From an optimization exercise on the open Yosys and OpenROAD flow, aimed at small area and a short achievable clock period; shortcuts taken in it are not production practice. In this exercise RTL edits were held to simulation tests only and were not proved equivalent to the original. No activity file was given, so power comes from the tool's default toggle rates.

==> flow/design.v <==
`default_nettype none
package lsq_pkg;
	parameter int XLEN = 32;
	parameter int ROB_ID_BITS = 5;
	parameter int PTR_BITS = 5;
	localparam logic [1:0] BYTE = 2'h0;
	localparam logic [1:0] HALF = 2'h1;
	localparam logic [1:0] WORD = 2'h2;
	localparam int LQ_ROW_W  = 2 + 1 + PTR_BITS;
	localparam int LQ_TAIL_L = 0;
	localparam int LQ_SIGN_B = PTR_BITS;
	localparam int LQ_SIZE_L = PTR_BITS + 1;
	localparam int SQ_ROW_W  = 2 + XLEN + XLEN;
	localparam int SQ_DATA_L = 0;
	localparam int SQ_ADDR_L = XLEN;
	localparam int SQ_SIZE_L = 2*XLEN;
endpackage
`default_nettype wire
`timescale 1ns/100ps
`default_nettype none
module lsq_top (
	input  wire logic        clock,
	input  wire logic        reset,
	input  wire logic        dispatch_valid,
	input  wire logic        dispatch_is_store,
	input  wire logic [4:0]  dispatch_rob_id,
	input  wire logic [1:0]  dispatch_size,
	input  wire logic        dispatch_is_signed,
	input  wire logic        load_done_valid,
	input  wire logic [4:0]  load_done_rob_id,
	input  wire logic [31:0] load_done_addr,
	input  wire logic [31:0] load_done_mem_data,
	input  wire logic        store_done_valid,
	input  wire logic [4:0]  store_done_rob_id,
	input  wire logic [31:0] store_done_addr,
	input  wire logic [31:0] store_done_data,
	input  wire logic        retire_load,
	input  wire logic        retire_store,
	output logic             load_result_valid,
	output logic [4:0]       load_result_rob_id,
	output logic [31:0]      load_result_data,
	output logic             load_result_forwarded,
	output logic             store_commit_valid,
	output logic [31:0]      store_commit_addr,
	output logic [31:0]      store_commit_data,
	output logic [1:0]       store_commit_size,
	output logic [4:0]       lq_free,
	output logic [4:0]       sq_free
);
	localparam int LQ = 16;
	localparam int SQ = 8;
	logic [3:0]       sq_tail;               
	logic             sq_head_wrap;          
	logic [3:0]       sq_free_q;             
	logic [SQ-1:0]    sq_head_oh;            
	logic             sq_full, sq_empty, sq_alloc, sq_retire;
	logic [SQ-1:0][4:0]  sq_rob;
	logic [SQ-1:0][1:0]  sq_size;
	logic [SQ-1:0][31:0] sq_addr;
	logic [SQ-1:0][31:0] sq_data;
	logic [SQ-1:0]       sq_complete;
	logic [SQ-1:0]       sq_wr, sq_done_hit;
	assign sq_full   = (sq_free_q == 4'd0);
	assign sq_empty  = sq_free_q[3];
	assign sq_free   = {1'b0, sq_free_q};
	assign sq_alloc  = dispatch_valid && dispatch_is_store && !sq_full;
	assign sq_retire = retire_store && !sq_empty;
	always_ff @(posedge clock) begin
		if (reset) begin
			sq_head_wrap <= 1'b0;
			sq_tail    <= '0;
			sq_free_q  <= 4'd8;
			sq_head_oh <= 8'd1;
		end else begin
			if (sq_alloc)  sq_tail <= sq_tail + 4'd1;
			if (sq_retire) begin
				sq_head_wrap <= sq_head_wrap ^ sq_head_oh[SQ-1];
				sq_head_oh <= {sq_head_oh[SQ-2:0], sq_head_oh[SQ-1]};
			end
			if (sq_alloc && !sq_retire)
				sq_free_q <= sq_free_q - 4'd1;
			else if (sq_retire && !sq_alloc)
				sq_free_q <= sq_free_q + 4'd1;
		end
	end
	always_comb begin
		for (int j = 0; j < SQ; j++) begin
			sq_wr[j]       = sq_alloc && (sq_tail[2:0] == 3'(j));
			sq_done_hit[j] = store_done_valid && (sq_rob[j] == store_done_rob_id);
		end
	end
	always_ff @(posedge clock) begin
		for (int j = 0; j < SQ; j++) begin
			if (sq_wr[j]) begin
				sq_rob[j]  <= dispatch_rob_id;
				sq_size[j] <= dispatch_size;
			end
			if (sq_done_hit[j]) begin
				sq_addr[j] <= store_done_addr;
				sq_data[j] <= store_done_data;
			end
			if (sq_wr[j])
				sq_complete[j] <= 1'b0;
			else if (sq_done_hit[j])
				sq_complete[j] <= 1'b1;
		end
	end
	always_comb begin
		store_commit_valid = sq_retire;
		store_commit_addr  = '0;
		store_commit_data  = '0;
		store_commit_size  = '0;
		for (int j = 0; j < SQ; j++) begin
			store_commit_addr = store_commit_addr | ({32{sq_head_oh[j]}} & sq_addr[j]);
			store_commit_data = store_commit_data | ({32{sq_head_oh[j]}} & sq_data[j]);
			store_commit_size = store_commit_size | ({2{sq_head_oh[j]}} & sq_size[j]);
		end
	end
	logic [3:0]       lq_head, lq_tail;
	logic [4:0]       lq_free_q;             
	logic             lq_full, lq_empty, lq_alloc, lq_retire;
	logic [LQ-1:0][4:0] lq_rob;
	logic [LQ-1:0][1:0] lq_size;
	logic [LQ-1:0]      lq_sign;
	logic [LQ-1:0][3:0] lq_stail;              
	logic [LQ-1:0]      lq_valid;
	assign lq_full   = (lq_free_q == 5'd0);
	assign lq_empty  = lq_free_q[4];
	assign lq_free   = lq_free_q;
	assign lq_alloc  = dispatch_valid && !dispatch_is_store && !lq_full;
	assign lq_retire = retire_load && !lq_empty;
	always_ff @(posedge clock) begin
		if (reset) begin
			lq_head   <= '0;
			lq_tail   <= '0;
			lq_free_q <= 5'd16;
		end else begin
			if (lq_alloc)  lq_tail <= lq_tail + 4'd1;
			if (lq_retire) lq_head <= lq_head + 4'd1;
			if (lq_alloc && !lq_retire)
				lq_free_q <= lq_free_q - 5'd1;
			else if (lq_retire && !lq_alloc)
				lq_free_q <= lq_free_q + 5'd1;
		end
	end
	always_ff @(posedge clock) begin
		for (int i = 0; i < LQ; i++) begin
			if (lq_alloc && (lq_tail[3:0] == 4'(i))) begin
				lq_rob[i]   <= dispatch_rob_id;
				lq_size[i]  <= dispatch_size;
				lq_sign[i]  <= dispatch_is_signed;
				lq_stail[i] <= sq_tail;
			end
		end
	end
	always_ff @(posedge clock) begin
		if (reset) begin
			lq_valid <= '0;
		end else begin
			for (int i = 0; i < LQ; i++) begin
				if (lq_alloc && (lq_tail[3:0] == 4'(i)))
					lq_valid[i] <= 1'b1;
				else if (lq_retire && (lq_head[3:0] == 4'(i)))
					lq_valid[i] <= 1'b0;
			end
		end
	end
	logic [LQ-1:0] ld_hit_v;
	logic          ld_hit;
	logic [3:0]    ld_t;
	logic [1:0]    ld_size;
	logic          ld_sign;
	always_comb begin
		ld_t    = '0;
		ld_size = '0;
		ld_sign = 1'b0;
		for (int i = 0; i < LQ; i++) begin
			ld_hit_v[i] = lq_valid[i] && (lq_rob[i] == load_done_rob_id);
			ld_t    = ld_t    | ({4{ld_hit_v[i]}} & lq_stail[i]);
			ld_size = ld_size | ({2{ld_hit_v[i]}} & lq_size[i]);
			ld_sign = ld_sign | (ld_hit_v[i] & lq_sign[i]);
		end
		ld_hit = |ld_hit_v;
	end
	logic [SQ-1:0] below_h;
	logic [SQ-1:0] older;
	logic [SQ-1:0] cand;
	logic [SQ-1:0] sel;
	logic [SQ-1:0][SQ-1:0] younger_than;    
	always_comb begin
		for (int j = 0; j < SQ; j++) begin
			below_h[j] = |(sq_head_oh >> (j + 1));
		end
		for (int j = 0; j < SQ; j++) begin
			for (int k = 0; k < SQ; k++) begin
				if (k == j)
					younger_than[j][k] = 1'b0;
				else if (below_h[k] != below_h[j])
					younger_than[j][k] = below_h[k];
				else
					younger_than[j][k] = (k > j);
			end
		end
		for (int j = 0; j < SQ; j++) begin
			older[j] = sq_head_wrap ^ below_h[j] ^ ld_t[3] ^ (3'(j) < ld_t[2:0]);
			cand[j]  = older[j] && sq_complete[j]
				&& (sq_addr[j] == load_done_addr) && (sq_size[j] == ld_size);
		end
		for (int j = 0; j < SQ; j++) begin
			sel[j] = cand[j] && !(|(cand & younger_than[j]));
		end
	end
	logic [SQ-1:0] fillv;
	logic          mem_fill;
	always_comb begin
		for (int j = 0; j < SQ; j++)
			fillv[j] = ld_sign && ((ld_size == 2'd0) ? sq_data[j][7] : sq_data[j][15]);
		mem_fill = ld_sign && ((ld_size == 2'd0) ? load_done_mem_data[7] : load_done_mem_data[15]);
	end
	logic          res_valid;
	logic [4:0]    res_rob;
	logic [31:0]   res_mem;
	logic [SQ-1:0] res_sel;
	logic [SQ-1:0] res_fillv;
	logic          res_mem_fill;
	logic          res_fwd;
	logic          res_byte;
	logic          res_word;
	always_ff @(posedge clock) begin
		if (reset)
			res_valid <= 1'b0;
		else
			res_valid <= load_done_valid && ld_hit;
	end
	always_ff @(posedge clock) begin
		res_rob      <= load_done_rob_id;
		res_mem      <= load_done_mem_data;
		res_sel      <= sel;
		res_fillv    <= fillv;
		res_mem_fill <= mem_fill;
		res_fwd      <= |cand;
		res_byte     <= (ld_size == 2'd0);
		res_word     <= ld_size[1];
	end
	logic [31:0] raw;
	logic        fill;
	always_comb begin
		raw  = {32{!res_fwd}} & res_mem;
		fill = !res_fwd && res_mem_fill;
		for (int j = 0; j < SQ; j++) begin
			raw  = raw | ({32{res_sel[j]}} & sq_data[j]);
			fill = fill | (res_sel[j] && res_fillv[j]);
		end
		load_result_data[7:0]   = raw[7:0];
		load_result_data[15:8]  = res_byte ? {8{fill}} : raw[15:8];
		load_result_data[31:16] = res_word ? raw[31:16] : {16{fill}};
	end
	assign load_result_valid     = res_valid;
	assign load_result_rob_id    = res_rob;
	assign load_result_forwarded = res_fwd;
endmodule
`default_nettype wire
export LEC_CHECK = 0
export CAP_MARGIN = 20
export CORE_MARGIN = 2
export CORE_UTILIZATION = 40
export CTS_CLUSTER_DIAMETER = 80
export CTS_CLUSTER_SIZE = 30
export SETUP_SLACK_MARGIN = 3.3
export SLEW_MARGIN = 20
create_clock -name core_clock -period 7.0 [get_ports {clock}]
standard.sh (not shown) runs the stock make flow with config.mk's settings and CLKGATE_MAP_FILE= SYNTH_SCRIPT=/design/flow/synth_recipe.tcl, a recipe that flattens the netlist after the stock synthesis.
==> flow/flow/run.sh <==
#!/bin/bash
# The standard layout (the standard.sh, standard synthesis included), except that the
# port buffers are plain sky130_fd_sc_hd__buf_2 cells instead of the delay buffers that
# buffer_ports picks on its own. Every input and output port still gets its buffer.
set -euo pipefail
export BUFFER_PORTS_ARGS="-buffer_cell sky130_fd_sc_hd__buf_2"
bash standard.sh finish > standard_make.log 2>&1
Then changed:
- CORE_UTILIZATION: 40 -> 50
- SETUP_SLACK_MARGIN: 3.3 -> 3.2
Result:
- sequential share of layout area came out higher by 1.6 points
- utilization came out higher by 10 points
- cell area came out lower by 2.8%
- cell count came out lower by 7.8%
Then changed:
- CORE_UTILIZATION: 50 -> 40
- SETUP_SLACK_MARGIN: 3.2 -> 3.1
What happened:
- The new run completed without violations
- synthesized area stays the same
- wire length is higher by 1.8%
- hold slack hardly moves
- register-to-register slack is better by 0.25 ns
- setup slack is better by 0.061 ns
- global-route usage is lower by 5.8 points
- final area is lower by 0.41%
- clock-buffer cell count is higher by 2
Then changed:
- CORE_UTILIZATION: 40 -> 50
- CTS_CLUSTER_DIAMETER: 80 -> 70
- CTS_CLUSTER_SIZE: 30 -> 25
- SETUP_SLACK_MARGIN: 3.1 -> 3.2
=>
- The new run completed without violations
- clock skew came out lower by 0.0077 ns
- total power came out higher by 2.7%
- sequential power is about the same
- final area came out higher by 0.41%
- setup slack gains 0.010 ns
- flip-flop and latch count is unchanged
- via count is about the same
- cell count came out lower by 6.2%
- synthesized cell count stays the same
- wire length came out lower by 0.98%

## port drivers added, routing unchanged
Ports are ideal in the flow. The routed layouts listed here were re-timed in OpenROAD.
Step 1 assumes that a clkbuf_16 drives the clock port and a buf_2 every other input.
Step 2 also shifts input and output timing later by t, the mid clock arrival at the registers, as if the neighbouring blocks saw the same clock.
Slacks: ideal ports / drivers / drivers and shift; pairs: ideal ports / drivers.
run	shift t [ns]	slack for setup (ns)	worst register clock-pin slew, ns	worst data-port slew with drivers (ns)	pins driven straight from the clock port
the first run	0.705	2.999 / 2.856 / 2.151	0.12 / 0.12	0.29	1
the second run	0.688	3.062 / 3.006 / 2.318	0.12 / 0.12	0.23	1
the third run	0.704	3.123 / 2.999 / 2.295	0.12 / 0.12	0.19	1
the fourth run	0.693	3.133 / 3.033 / 2.340	0.11 / 0.11	0.24	1
After both steps setup and hold are still met in every run listed. For the first run, which loses most, drivers alone change the setup slack by -0.143 ns; drivers and shift together by -0.848 ns.
